This is an optimization exercise on Yosys and OpenROAD, whose aim is a short achievable clock period and few clock cycles per item, not a production implementation. No run shown here included a check of the RTL's function; only the layout flow was run. Power and IR drop assume default switching activity.

### run.sh
#!/bin/bash
# synth_recipe.tcl (not shown) runs the flow's synth.tcl, then flattens the netlist and writes it again
# the make line also repeats each setting of config.mk as NAME=value (left out here)
make -C /OpenROAD-flow-scripts/flow DESIGN_CONFIG=/design/flow/config.mk WORK_HOME=/design/flow/orfs CLKGATE_MAP_FILE= SYNTH_SCRIPT=/design/flow/synth_recipe.tcl finish
### config.mk
export PLATFORM = sky130hd
export DESIGN_NAME = lc4_superscalar
export DESIGN_NICKNAME = lc4_superscalar
export VERILOG_FILES = /design/flow/design.v
export SDC_FILE = /design/flow/constraint.sdc
export NUM_CORES = 4
export LEC_CHECK = 0
export ABC_CLOCK_PERIOD_IN_PS = 2000
export CAP_MARGIN = 20
export CORE_MARGIN = 2
export CORE_UTILIZATION = 40
export SETUP_SLACK_MARGIN = 3.0
export SLEW_MARGIN = 20
### constraint.sdc
create_clock -name core_clock -period 5.0 [get_ports {gwe}]
set_input_delay 1.0000 -clock core_clock [delete_from_list [all_inputs] [get_ports {gwe}]]
set_output_delay 1.0000 -clock core_clock [all_outputs]
set_load 0.01 [all_outputs]
### design.v
package lc4_pkg;
   typedef logic [15:0] word_t;      
   typedef logic [2:0]  reg_sel_t;   
   localparam int NUM_REGS = 8;
   typedef enum logic [3:0] {
      OP_NOP   = 4'b0000,
      OP_ARITH = 4'b0001,   
      OP_LOGIC = 4'b0101,   
      OP_CONST = 4'b1001
   } opcode_e;
   typedef enum logic [2:0] {
      ALU_ADD,
      ALU_SUB,
      ALU_AND,
      ALU_OR,
      ALU_PASS_IMM   
   } alu_op_e;
   localparam word_t NOP_INSN = 16'h0000;
endpackage
module lc4_decoder (
   input  lc4_pkg::word_t    i_insn,
   output lc4_pkg::reg_sel_t o_rs,
   output lc4_pkg::reg_sel_t o_rt,
   output lc4_pkg::reg_sel_t o_rd,
   output logic              o_rs_re,    
   output logic              o_rt_re,    
   output logic              o_rd_we,
   output logic              o_const,    
   output logic              o_sub,      
   output logic              o_logic,    
   output logic              o_or,
   output lc4_pkg::word_t    o_imm
);
   logic arith, logic_op, rr_ok, imm_form;
   assign arith    = (i_insn[15:12] == 4'b0001);
   assign logic_op = (i_insn[15:12] == 4'b0101);
   assign o_const  = (i_insn[15:12] == 4'b1001);
   assign imm_form = i_insn[5];
   assign rr_ok    = (i_insn[5:3] == 3'b000) || (i_insn[5:3] == 3'b010);
   assign o_rd = i_insn[11:9];
   assign o_rs = i_insn[8:6];
   assign o_rt = i_insn[2:0];
   assign o_rs_re = (arith || logic_op) && (imm_form || rr_ok);
   assign o_rt_re = (arith || logic_op) && !imm_form && rr_ok;
   assign o_rd_we = o_rs_re || o_const;
   assign o_sub   = arith && !imm_form && i_insn[4];
   assign o_logic = logic_op;
   assign o_or    = logic_op && !imm_form && i_insn[4];
   assign o_imm   = o_const ? {{7{i_insn[8]}}, i_insn[8:0]} : {{11{i_insn[4]}}, i_insn[4:0]};
endmodule
module lc4_alu (
   input  logic           i_s1_ra, i_s1_rb,    
   input  logic           i_s2_ra, i_s2_rb,    
   input  lc4_pkg::word_t i_c1, i_c2,          
   input  lc4_pkg::word_t i_ra, i_rb,          
   input  logic           i_sub,
   input  logic           i_logic,
   input  logic           i_or,
   output lc4_pkg::word_t o_result
);
   lc4_pkg::word_t a, b, sum;
   logic [15:0] g0, p0;
   logic [15:0] g1, p1, g2, p2, g3, p3, g4, p4, g5;
   logic [15:0] c;
   assign a = ({16{i_s1_ra}} & i_ra) | ({16{i_s1_rb}} & i_rb) | i_c1;
   assign b = ({16{i_s2_ra}} & (i_ra ^ {16{i_sub}})) |
              ({16{i_s2_rb}} & (i_rb ^ {16{i_sub}})) | i_c2;
   assign g0 = a & b;
   assign p0 = a ^ b;
   always_comb begin
      g1 = g0;
      p1 = p0;
      g1[0] = g0[0] | (p0[0] & i_sub);
      p1[0] = 1'b0;
      g2 = g1; p2 = p1;
      for (int i = 1; i < 16; i++) begin
         g2[i] = g1[i] | (p1[i] & g1[i-1]);
         p2[i] = p1[i] & p1[i-1];
      end
      g3 = g2; p3 = p2;
      for (int i = 2; i < 16; i++) begin
         g3[i] = g2[i] | (p2[i] & g2[i-2]);
         p3[i] = p2[i] & p2[i-2];
      end
      g4 = g3; p4 = p3;
      for (int i = 4; i < 16; i++) begin
         g4[i] = g3[i] | (p3[i] & g3[i-4]);
         p4[i] = p3[i] & p3[i-4];
      end
      g5 = g4;
      for (int i = 8; i < 16; i++) begin
         g5[i] = g4[i] | (p4[i] & g4[i-8]);
      end
   end
   assign c   = {g5[14:0], i_sub};
   assign sum = p0 ^ c;
   always_comb begin
      if (!i_logic)  o_result = sum;
      else if (i_or) o_result = a | b;
      else           o_result = a & b;
   end
endmodule
module lc4_regfile_dual (
   input  logic              gwe,
   input  logic              i_rst,
   input  lc4_pkg::reg_sel_t i_rs_a,
   input  lc4_pkg::reg_sel_t i_rt_a,
   input  lc4_pkg::reg_sel_t i_rs_b,
   input  lc4_pkg::reg_sel_t i_rt_b,
   output lc4_pkg::word_t    o_rs_data_a,
   output lc4_pkg::word_t    o_rt_data_a,
   output lc4_pkg::word_t    o_rs_data_b,
   output lc4_pkg::word_t    o_rt_data_b,
   input  lc4_pkg::reg_sel_t i_rd_a,
   input  lc4_pkg::word_t    i_wdata_a,
   input  logic              i_we_a,
   input  lc4_pkg::reg_sel_t i_rd_b,
   input  lc4_pkg::word_t    i_wdata_b,
   input  logic              i_we_b
);
   lc4_pkg::word_t regs [0:lc4_pkg::NUM_REGS-1];
   function automatic logic [15:0] rd_fwd(input logic [2:0] sel);
      if (i_we_b && i_rd_b == sel)      rd_fwd = i_wdata_b;
      else if (i_we_a && i_rd_a == sel) rd_fwd = i_wdata_a;
      else                              rd_fwd = regs[sel];
   endfunction
   always_comb begin
      o_rs_data_a = rd_fwd(i_rs_a);
      o_rt_data_a = rd_fwd(i_rt_a);
      o_rs_data_b = rd_fwd(i_rs_b);
      o_rt_data_b = rd_fwd(i_rt_b);
   end
   always_ff @(posedge gwe) begin
      if (i_rst) begin
         for (int i = 0; i < lc4_pkg::NUM_REGS; i++) begin
            regs[i] <= '0;
         end
      end else begin
         if (i_we_a) regs[i_rd_a] <= i_wdata_a;
         if (i_we_b) regs[i_rd_b] <= i_wdata_b;   
      end
   end
endmodule
module lc4_superscalar #(
   parameter lc4_pkg::word_t RESET_PC = 16'h8200
) (
   input  logic              gwe,
   input  logic              i_rst,
   output lc4_pkg::word_t    o_cur_pc,
   input  lc4_pkg::word_t    i_insn_a,
   input  lc4_pkg::word_t    i_insn_b,
   output logic              o_wb_we_a,
   output lc4_pkg::reg_sel_t o_wb_rd_a,
   output lc4_pkg::word_t    o_wb_data_a,
   output lc4_pkg::word_t    o_wb_pc_a,
   output logic              o_wb_we_b,
   output lc4_pkg::reg_sel_t o_wb_rd_b,
   output lc4_pkg::word_t    o_wb_data_b,
   output lc4_pkg::word_t    o_wb_pc_b
);
   lc4_pkg::word_t    pc;
   lc4_pkg::reg_sel_t rs_a, rt_a, rd_a, rs_b, rt_b, rd_b;
   logic              rs_re_a, rt_re_a, we_a, const_a, sub_a, logic_a, or_a;
   logic              rs_re_b, rt_re_b, we_b, const_b, sub_b, logic_b, or_b;
   lc4_pkg::word_t    imm_a, imm_b;
   logic              split;
   lc4_decoder dec_a_i (
      .i_insn (i_insn_a), .o_rs (rs_a), .o_rt (rt_a), .o_rd (rd_a),
      .o_rs_re (rs_re_a), .o_rt_re (rt_re_a), .o_rd_we (we_a), .o_const (const_a),
      .o_sub (sub_a), .o_logic (logic_a), .o_or (or_a), .o_imm (imm_a)
   );
   lc4_decoder dec_b_i (
      .i_insn (i_insn_b), .o_rs (rs_b), .o_rt (rt_b), .o_rd (rd_b),
      .o_rs_re (rs_re_b), .o_rt_re (rt_re_b), .o_rd_we (we_b), .o_const (const_b),
      .o_sub (sub_b), .o_logic (logic_b), .o_or (or_b), .o_imm (imm_b)
   );
   logic b_rs_from_a, b_rt_from_a;
   assign b_rs_from_a = we_a && rs_re_b && (rs_b == rd_a);
   assign b_rt_from_a = we_a && rt_re_b && (rt_b == rd_a);
   assign split = !const_a && (b_rs_from_a || b_rt_from_a);
   logic              x_we_a, x_we_b;
   lc4_pkg::reg_sel_t x_rd_a, x_rd_b;
   lc4_pkg::word_t    x_pc_a, x_pc_b;
   logic              x_s1ra_a, x_s1rb_a, x_s2ra_a, x_s2rb_a;
   logic              x_s1ra_b, x_s1rb_b, x_s2ra_b, x_s2rb_b;
   lc4_pkg::word_t    x_c1_a, x_c2_a, x_c1_b, x_c2_b;
   logic              x_sub_a, x_logic_a, x_or_a, x_sub_b, x_logic_b, x_or_b;
   lc4_pkg::word_t    res_a, res_b;
   lc4_pkg::word_t rf_rs_a, rf_rt_a, rf_rs_b, rf_rt_b;
   lc4_regfile_dual regfile_i (
      .gwe         (gwe),       .i_rst       (i_rst),
      .i_rs_a      (rs_a),      .i_rt_a      (rt_a),
      .i_rs_b      (rs_b),      .i_rt_b      (rt_b),
      .o_rs_data_a (rf_rs_a),   .o_rt_data_a (rf_rt_a),
      .o_rs_data_b (rf_rs_b),   .o_rt_data_b (rf_rt_b),
      .i_rd_a      (o_wb_rd_a), .i_wdata_a   (o_wb_data_a), .i_we_a (o_wb_we_a),
      .i_rd_b      (o_wb_rd_b), .i_wdata_b   (o_wb_data_b), .i_we_b (o_wb_we_b)
   );
   logic hit_rs_xb_a, hit_rs_xa_a, hit_rt_xb_a, hit_rt_xa_a;
   logic hit_rs_xb_b, hit_rs_xa_b, hit_rt_xb_b, hit_rt_xa_b;
   assign hit_rs_xb_a = x_we_b && (x_rd_b == rs_a);
   assign hit_rs_xa_a = x_we_a && (x_rd_a == rs_a);
   assign hit_rt_xb_a = x_we_b && (x_rd_b == rt_a);
   assign hit_rt_xa_a = x_we_a && (x_rd_a == rt_a);
   assign hit_rs_xb_b = x_we_b && (x_rd_b == rs_b);
   assign hit_rs_xa_b = x_we_a && (x_rd_a == rs_b);
   assign hit_rt_xb_b = x_we_b && (x_rd_b == rt_b);
   assign hit_rt_xa_b = x_we_a && (x_rd_a == rt_b);
   logic s1ra_a, s1rb_a, s2ra_a, s2rb_a, s1ra_b, s1rb_b, s2ra_b, s2rb_b;
   lc4_pkg::word_t c1_a, c2_a, c1_b, c2_b;
   always_comb begin
      s1rb_a = rs_re_a && hit_rs_xb_a;
      s1ra_a = rs_re_a && !hit_rs_xb_a && hit_rs_xa_a;
      s2rb_a = rt_re_a && hit_rt_xb_a;
      s2ra_a = rt_re_a && !hit_rt_xb_a && hit_rt_xa_a;
      c1_a   = (!rs_re_a || s1rb_a || s1ra_a) ? 16'h0000 : rf_rs_a;
      if (!rt_re_a)              c2_a = imm_a ^ {16{sub_a}};
      else if (s2rb_a || s2ra_a) c2_a = 16'h0000;
      else                       c2_a = rf_rt_a ^ {16{sub_a}};
      s1rb_b = rs_re_b && !b_rs_from_a && hit_rs_xb_b;
      s1ra_b = rs_re_b && !b_rs_from_a && !hit_rs_xb_b && hit_rs_xa_b;
      s2rb_b = rt_re_b && !b_rt_from_a && hit_rt_xb_b;
      s2ra_b = rt_re_b && !b_rt_from_a && !hit_rt_xb_b && hit_rt_xa_b;
      if (!rs_re_b || s1rb_b || s1ra_b) c1_b = 16'h0000;
      else if (b_rs_from_a)             c1_b = imm_a;
      else                              c1_b = rf_rs_b;
      if (!rt_re_b)                c2_b = imm_b ^ {16{sub_b}};
      else if (s2rb_b || s2ra_b)   c2_b = 16'h0000;
      else if (b_rt_from_a)        c2_b = imm_a ^ {16{sub_b}};
      else                         c2_b = rf_rt_b ^ {16{sub_b}};
   end
   always_ff @(posedge gwe) begin
      if (i_rst) begin
         pc     <= RESET_PC;
         x_we_a <= 1'b0;
         x_we_b <= 1'b0;
      end else begin
         pc     <= split ? pc + 16'd1 : pc + 16'd2;
         x_we_a <= we_a;
         x_we_b <= we_b && !split;
      end
   end
   always_ff @(posedge gwe) begin
      x_rd_a    <= rd_a;
      x_rd_b    <= rd_b;
      x_pc_a    <= pc;
      x_pc_b    <= pc + 16'd1;
      x_s1ra_a  <= s1ra_a;  x_s1rb_a <= s1rb_a;
      x_s2ra_a  <= s2ra_a;  x_s2rb_a <= s2rb_a;
      x_s1ra_b  <= s1ra_b;  x_s1rb_b <= s1rb_b;
      x_s2ra_b  <= s2ra_b;  x_s2rb_b <= s2rb_b;
      x_c1_a    <= c1_a;    x_c2_a   <= c2_a;
      x_c1_b    <= c1_b;    x_c2_b   <= c2_b;
      x_sub_a   <= sub_a;   x_logic_a <= logic_a; x_or_a <= or_a;
      x_sub_b   <= sub_b;   x_logic_b <= logic_b; x_or_b <= or_b;
   end
   assign o_cur_pc = pc;
   lc4_alu alu_a_i (
      .i_s1_ra (x_s1ra_a), .i_s1_rb (x_s1rb_a), .i_s2_ra (x_s2ra_a), .i_s2_rb (x_s2rb_a),
      .i_c1 (x_c1_a), .i_c2 (x_c2_a), .i_ra (o_wb_data_a), .i_rb (o_wb_data_b),
      .i_sub (x_sub_a), .i_logic (x_logic_a), .i_or (x_or_a), .o_result (res_a)
   );
   lc4_alu alu_b_i (
      .i_s1_ra (x_s1ra_b), .i_s1_rb (x_s1rb_b), .i_s2_ra (x_s2ra_b), .i_s2_rb (x_s2rb_b),
      .i_c1 (x_c1_b), .i_c2 (x_c2_b), .i_ra (o_wb_data_a), .i_rb (o_wb_data_b),
      .i_sub (x_sub_b), .i_logic (x_logic_b), .i_or (x_or_b), .o_result (res_b)
   );
   always_ff @(posedge gwe) begin
      if (i_rst) begin
         o_wb_we_a <= 1'b0;
         o_wb_we_b <= 1'b0;
      end else begin
         o_wb_we_a <= x_we_a;
         o_wb_we_b <= x_we_b;
      end
   end
   always_ff @(posedge gwe) begin
      o_wb_rd_a   <= x_rd_a;
      o_wb_rd_b   <= x_rd_b;
      o_wb_data_a <= res_a;
      o_wb_data_b <= res_b;
      o_wb_pc_a   <= x_pc_a;
      o_wb_pc_b   <= x_pc_b;
   end
endmodule
==> impl_metrics.json, run 1 <==
{
  "critPathMaxFanout": 16,
  "drt_iter0_drc": 2601,
  "cp.required_ns": 5.49,
  "h-tree-depth": 2,
  "syn-num-nets": 2174,
  "slew_viol_final": 0,
  "tns_ns": 0,
  "synthSimpleGateAreaFrac": 0.09241,
  "syn_area_um2": 21620,
  "fin_crit_ns": 2.892,
  "routabilityCongestion": 0.9357,
  "start_util": 0.4034,
  "clockRootBuffer": "clkbuf_16",
  "clockBufferDepth": 3,
  "final_common_cell": "buf_4",
  "grt_max_degree": 37,
  "synth_edf_count": 128,
  "ys_types": 87,
  "drt_pass1_iterations": 8,
  "grt_pass1_wl_um": 125600,
  "end_kind": "flop",
  "clk_pin_slew_ns": 0.06,
  "synthMuxAreaShare": 0.1876,
  "die_h_um": 236.5,
  "yosysSeqAreaShare": 0.3685,
  "synth_top_family_by_area": "compound AO/OA/AOI/OAI gates",
  "fp-row-count": 85,
  "ys_seq_elements": 334,
  "synth_area_per_cell_um2": 10.45,
  "clk_latency_ns": 0.59,
  "cts_inserted_buffers": 38,
  "die_x_um": 236.5,
  "grt.total_usage": 0.2979,
  "place_ws_ns": 0.9770,
  "critical_path_class": "flop to flop",
  "vias": 20230,
  "layout.nets": 2499,
  "reg2reg_from": "x_s2ra_b$_DFF_P_",
  "fin_crit_sh": 0.5783,
  "syn_to_final_growth_pct": 44.37,
  "synth_cells": 2070,
  "drv_cap": 0,
  "setup_ws_ns": 2.108,
  "synth_warnings": 3,
  "ioPinCount": 122,
  "finalWirelength_um": 88000,
  "cts_tree": "yes",
  "finalSetupViolCount": 0,
  "leakage_nw": 12.36,
  "finalNonFillerCells": 3121,
  "wire_per_inst_um": 28.20,
  "fin_skew_ns": 0.03509,
  "io_buffers": 121,
  "min_from": "x_pc_a[6]$_DFF_P_",
  "powerDensity_nw_per_um2": 251.7,
  "synthXorXnorAreaFrac": 0.04010,
  "worst_pin_slew_ns": 0.6199,
  "max_slew_margin": 0.5867,
  "placed_cells": 2706,
  "hp-class": "flop to flop",
  "synthAdderAreaFrac": 0.04190,
  "rsz0062_at_grt": "yes",
  "die-area_um2": 55930,
  "drc": 0,
  "synth_compound_area_frac": 0.2063,
  "layout-drive-gt1-share": 0.4569,
  "status": "finished clean",
  "nFillCells": 4136,
  "gr-total-overflow": 0,
  "critPathLaunchType": "flop",
  "crit_start": "x_s2ra_b$_DFF_P_",
  "hpwl_um": 50830,
  "arrival_ns": 3.38,
  "hold_violations": 0,
  "clkSinkCount": 334,
  "clock.fmax_mhz": 345.8,
  "antenna_found_initial": 0,
  "grt_pass1_vias": 19350,
  "synth_ff_type": "dfxtp_1",
  "max-vdd-ir-drop_mv": 0.1814,
  "ys_async_sr_fraction": 0,
  "coreArea_um2": 53600,
  "drtAntennaViolNets": 0,
  "vias_per_cell": 6.482,
  "mostFrequentLayoutCells": "244 x buf_4, 129 x a22o_1, 129 x buf_6",
  "n_antenna_cell": 0
}
[logic make-up (layout without fill, tap and decap cells)]
logic type,Yosys count,after routing
xor gates and xnor gates,99,99
buffers and inverters,331,684
AOI/OAI and AO/OA,584,584
muxes,245,245
and+or+nand+nor,407,409
DFF,334,334
adders and majority gates,70,70
[worst paths after layout]
path                                                end  slack (ns)  cells after the start
worst max-delay path            o_wb_data_b[14]$_DFF_P_        2.11                     15
worst max register to register  o_wb_data_b[14]$_DFF_P_        2.11                     15
worst min register to register     o_wb_pc_a[6]$_DFF_P_        0.33                      0
worst min-delay path               o_wb_pc_a[6]$_DFF_P_        0.33                      0
[sequential cells by signal (all words and copies together) (netlist names), 3 cells and up]
signal and cells:
regfile_i.regs 128, x_c1_a 16, o_wb_pc_a 16, o_wb_data_a 16, x_pc_b 16, o_wb_data_b 16, o_wb_rd_b 3, x_rd_a 3
x_pc_a 16, x_c2_b 16, o_wb_pc_b 16, x_rd_b 3, x_c1_b 16, x_c2_a 16, o_wb_rd_a 3, pc 16
[critical path, cell delays in order (launching register included)]
cell and delay (ns):
dfxtp_2 0.34, buf_8 0.13, inv_8 0.06, o221ai_2 0.16
a21o_1 0.19, fa_2 0.24, inv_2 0.05, fa_2 0.41
nor2b_4 0.12, o211ai_1 0.09, buf_4 0.16, a211oi_2 0.16
buf_4 0.18, o21ai_2 0.08, a2111o_1 0.35, nand3_1 0.06
[timing repair]
item	in CTS	in global routing
hold endpoints to repair	0	0
resized for setup	1005	208
endpoints found under the setup margin	473	316
buffers inserted	257	57
gates cloned	22	9
pin swaps	146	118
hold buffers	0	0
[cell type report]
cell class	count	area [um2]	share of cell area
Clock inverter	19	171.4	0.005491
Inverter	107	457.9	0.01467
Clock buffer	51	1041	0.03335
Sequential cell	334	8214	0.2631
Multi-Input combinational cell	1407	14770	0.4731
Timing Repair Buffer	504	5658	0.1812
Timing Repair inverter	3	33.78	0.001082
Tap cell	696	870.8	0.02790
[layer usage]
metal	part of all wire	routed length [um]	GRT usage	up-vias
li1	-	-	-	8554
met1	0.37	32350	0.3721	9928
met2	0.47	40990	0.4889	1392
met3	0.099	8742	0.05339	355
met4	0.067	5919	0.1657	0
met5	0	0	0	-
[power breakdown]
part	switching (mW)	leakage [nW]	total [mW]	internal, mW
combinational	1.05	8.72	1.98	0.928
sequential	0.126	3.05	3.07	2.94
clock	1.23	0.585	2.81	1.58
[synthesized netlist by cell type, types with 11 or more instances]
cell type    n  area, um2
a21o_1      55      412.9
dfxtp_1    206       4124
nand2_1    115      431.7
o221ai_1    44      385.4
nor2_1     128      480.5
nand4_1     18      112.6
a31oi_1     19      118.9
nand3_1     26      130.1
mux4_2     125       2815
nand2b_1    15      93.84
ha_1        66      825.8
o211ai_1    31      232.7
a22o_1     129       1130
inv_1      104      390.4
buf_2       44      220.2
mux2i_1     88      880.8
o21ai_0     68      340.3
nor3b_1     11      82.58
buf_1       20      75.07
nor2b_1     17      106.4
or3_1       15      93.84
xor2_1      29      254.0
a21oi_1     63      315.3
mux2_2      30      337.8
edfxtp_1   128       3844
a221o_1     32      320.3
clkbuf_1   145      544.3
nor3_1      21      105.1
a211oi_1    36      270.3
xnor2_1     70      613.1
a221oi_1    36      315.3
[stage by stage]
step	utilization	cell area (um2)	hold slack, ns	total power, mW
after floorplan	-	22740	0.3096	3.970
after global placement	0.4406	23620	0.3101	4.395
after detailed placement	0.4406	23620	0.3121	4.414
after CTS	0.5512	29540	0.3256	7.651
after global routing	0.5824	31220	0.3262	8.053
final	0.5824	31220	0.3253	7.858
==> run 2, diff against run 1 <==
--- a/config.mk
+++ b/config.mk
@@ -9,5 +9,4 @@
 export CAP_MARGIN = 20
 export CORE_MARGIN = 2
 export CORE_UTILIZATION = 40
-export SETUP_SLACK_MARGIN = 3.0
 export SLEW_MARGIN = 20
==> run 2 against run 1 <==
  * Sequential share of layout area up 6.3 points
  * Synthesized cell count is the same
  * Count of clock-buffer cells in the layout fell by 2
  * Non-clock buffer count is 329 lower
  * Cell area fell by 22%
  * Global-route usage is 3.7 points lower
  * Clock skew fell by 0.022 ns
  * Critical endpoint is now o_wb_data_a[14]$_DFF_P_
  * Critical path depth fell by 2
  * Power fell by 8.9%
  * Critical path type unchanged
  * Routed wire length down 16%
  * Final cell count down 11%
  * Sequential power is 7.8% higher
==> impl_metrics.json, run 2 <==
{
  "syn_to_final_growth_pct": 13.06,
  "largest_reg_flops": 128,
  "drtAntennaViolNets": 0,
  "max-vdd-ir-drop_mv": 0.2044,
  "regArea_um2": 7974,
  "worst_pin_slew_ns": 1.237,
  "drv_cap": 0,
  "top_register": "regfile_i.regs",
  "cp.required_ns": 5.50,
  "tns_ns": 0,
  "mostFrequentLayoutCells": "201 x dfxtp_1, 129 x a22o_1, 128 x nor2_1, 128 x edfxtp_1, 125 x mux4_2",
  "synth_area_leader_cell": "dfxtp_1",
  "drt_pass1_iterations": 7,
  "ys_async_sr_fraction": 0,
  "arrival_ns": 4.45,
  "synth_ff_type": "dfxtp_1",
  "powerDensity_nw_per_um2": 293.0,
  "finalSetupViolCount": 0,
  "synth_commonest_cells": "206 x dfxtp_1, 145 x clkbuf_1, 129 x a22o_1",
  "clk_pin_slew_ns": 0.06,
  "rsz0062_at_grt": "no",
  "routabilityCongestion": 0.9181,
  "synth_cells": 2070,
  "clock.fmax_mhz": 253.4,
  "hp-class": "flop to flop",
  "clkSinkCount": 334,
  "syn_area_um2": 21620,
  "cts_tree": "yes",
  "grt.total_usage": 0.2609,
  "crit_start": "x_s2ra_a$_DFF_P_",
  "min_from": "x_pc_a[11]$_DFF_P_",
  "finalInstanceArea_um2": 24450,
  "die-area_um2": 55930,
  "gr-total-overflow": 0,
  "layout.nets": 2165,
  "ys_types": 87,
  "fin_crit_ns": 3.946,
  "grt_pass1_vias": 17100,
  "multi_input_area_um2": 12380,
  "yosysSeqAreaShare": 0.3685,
  "drc": 0,
  "vias": 17820,
  "syn-num-nets": 2174,
  "ctsResizeCount": 0,
  "vias_per_cell": 6.393,
  "clk_latency_ns": 0.57,
  "yosysMostFrequentCell": "dfxtp_1",
  "synth_edf_count": 128,
  "leakage_nw": 9.547,
  "grt_pass1_wl_um": 110600,
  "grt_max_degree": 40,
  "nFillCells": 4953,
  "hold_buffers": 0,
  "netlist.area_leader.share": 0.1907,
  "h-tree-depth": 2,
  "critPathMaxFanout": 17,
  "finalPower_mw": 7.162,
  "fp-row-count": 85,
  "start_util": 0.4034,
  "critical_path_class": "flop to flop",
  "end_kind": "flop",
  "hpwl_um": 51630,
  "io_buffers": 121,
  "coreArea_um2": 53600,
  "drt_iter0_drc": 1761,
  "ioPinCount": 122,
  "die_x_um": 236.5,
  "layout-drive-gt1-share": 0.1554,
  "hold_violations": 0,
  "ys_seq_elements": 334,
  "fin_crit_sh": 0.7891,
  "max_slew_margin": 0.1744,
  "reg2reg_from": "x_s2ra_a$_DFF_P_",
  "slew_viol_final": 0,
  "clockBufferDepth": 3,
  "critPathLaunchType": "flop",
  "cts_setup_buffers": 0,
  "cts_inserted_buffers": 38,
  "die_h_um": 236.5,
  "final_common_cell": "dfxtp_1",
  "fin_skew_ns": 0.01354,
  "wire_per_inst_um": 26.52,
  "antenna_found_initial": 2,
  "clockRootBuffer": "clkbuf_16",
  "status": "finished clean",
  "n_antenna_cell": 0,
  "placed_cell_area_um2": 23210,
  "synth_warnings": 3,
  "synth_area_per_cell_um2": 10.45,
  "finalWirelength_um": 73900,
  "synthTopCellsByArea": "dfxtp_1 19%, edfxtp_1 18%, mux4_2 13%"
}
run 2: final timing paths:
kind / end / slack [ns] / cells after the start
hold / removal: o_wb_pc_a[11]$_DFF_P_ / 0.33 / 0
hold reg to reg: o_wb_pc_a[11]$_DFF_P_ / 0.33 / 0
setup reg to reg: o_wb_data_a[14]$_DFF_P_ / 1.05 / 13
setup / recovery: o_wb_data_a[14]$_DFF_P_ / 1.05 / 13
run 2: metal layers:
metal / GRT usage / vias to the layer above / share of wire
met3: 0.04838 / 190 / 0.094
met5: 0 / - / 0.00016
met4: 0.1041 / 2 / 0.039
li1: - / 7850 / -
met2: 0.4196 / 972 / 0.46
met1: 0.3476 / 8802 / 0.41
run 2: cell families after synthesis:
kind of cell,count (synthesis),synth area share
AOI/OAI and AO/OA,584,0.2063
xor gates and xnor gates,99,0.04010
adders and majority gates,70,0.04190
buffers and inverters,331,0.06319
DFF,334,0.3685
muxes,245,0.1876
and+or+nand+nor,407,0.09241
run 2: report_power, final:
group / total [mW] / internal [mW] / leakage [nW] / switching [mW]
clock: 2.77 / 1.57 / 0.606 / 1.20
combinational: 1.09 / 0.495 / 5.92 / 0.594
sequential: 3.31 / 2.94 / 3.02 / 0.361
run 2: cell type report:
class / count / share of cell area
Clock buffer: 49 / 0.04315
Inverter: 107 / 0.01643
Multi-Input combinational cell: 1405 / 0.5064
Timing Repair Buffer: 175 / 0.06500
Tap cell: 696 / 0.03562
Sequential cell: 334 / 0.3262
Clock inverter: 21 / 0.007217
run 2: stage by stage:
stage	hold slack [ns]	utilization	worst slack, ns	std cells
global placement	0.3107	0.4330	1.053	2717
floorplan	0.3096	-	1.732	2070
finish	0.3258	0.4561	1.054	2787
detailed placement	0.3121	0.4331	1.027	2717
CTS	0.3129	0.4560	1.089	2787
global route	0.3274	0.4561	0.7635	2787
run 2: worst max-delay path, cell delays in order (launching register included):
cell and delay (ns):
dfxtp_1 0.73, inv_1 0.45, o221ai_1 0.29, a21o_1 0.21, fa_1 0.23, inv_1 0.08
fa_1 0.45, nor2b_1 0.17, o2111ai_1 0.14, a21boi_0 0.21, buf_4 0.16, a41oi_1 0.22
a2111o_1 0.46, nand3_1 0.07

## re-timing with driven ports
The results above use ideal ports. As a check the final layouts listed here were re-extracted and re-timed, cells and wires unchanged.
Step 1 sets driving cells, clkbuf_16 on the clock port and buf_2 on the other inputs (assumed; they add their load-dependent delay and slew).
Step 2 adds t to the input delays and takes it off the output delays; t is the mean of the earliest and latest rising clock arrival at the registers after step 1. Input paths then give back, and output paths get back, about the clock's delay inside the block.
a / b / c = ideal ports / drivers / drivers and shift; a / b = the first two.
run | t (ns) | slack for setup (ns) | worst setup path at the end
run 1 | 0.626 | 2.108 / 2.108 / 1.870 | input to register
run 2 | 0.623 | 1.054 / 1.054 / 0.865 | input to register
After both steps setup and hold are still met in every run listed. The setup slack of run 1, which loses most, moves by 0.000 ns with the drivers and by -0.238 ns with both steps.
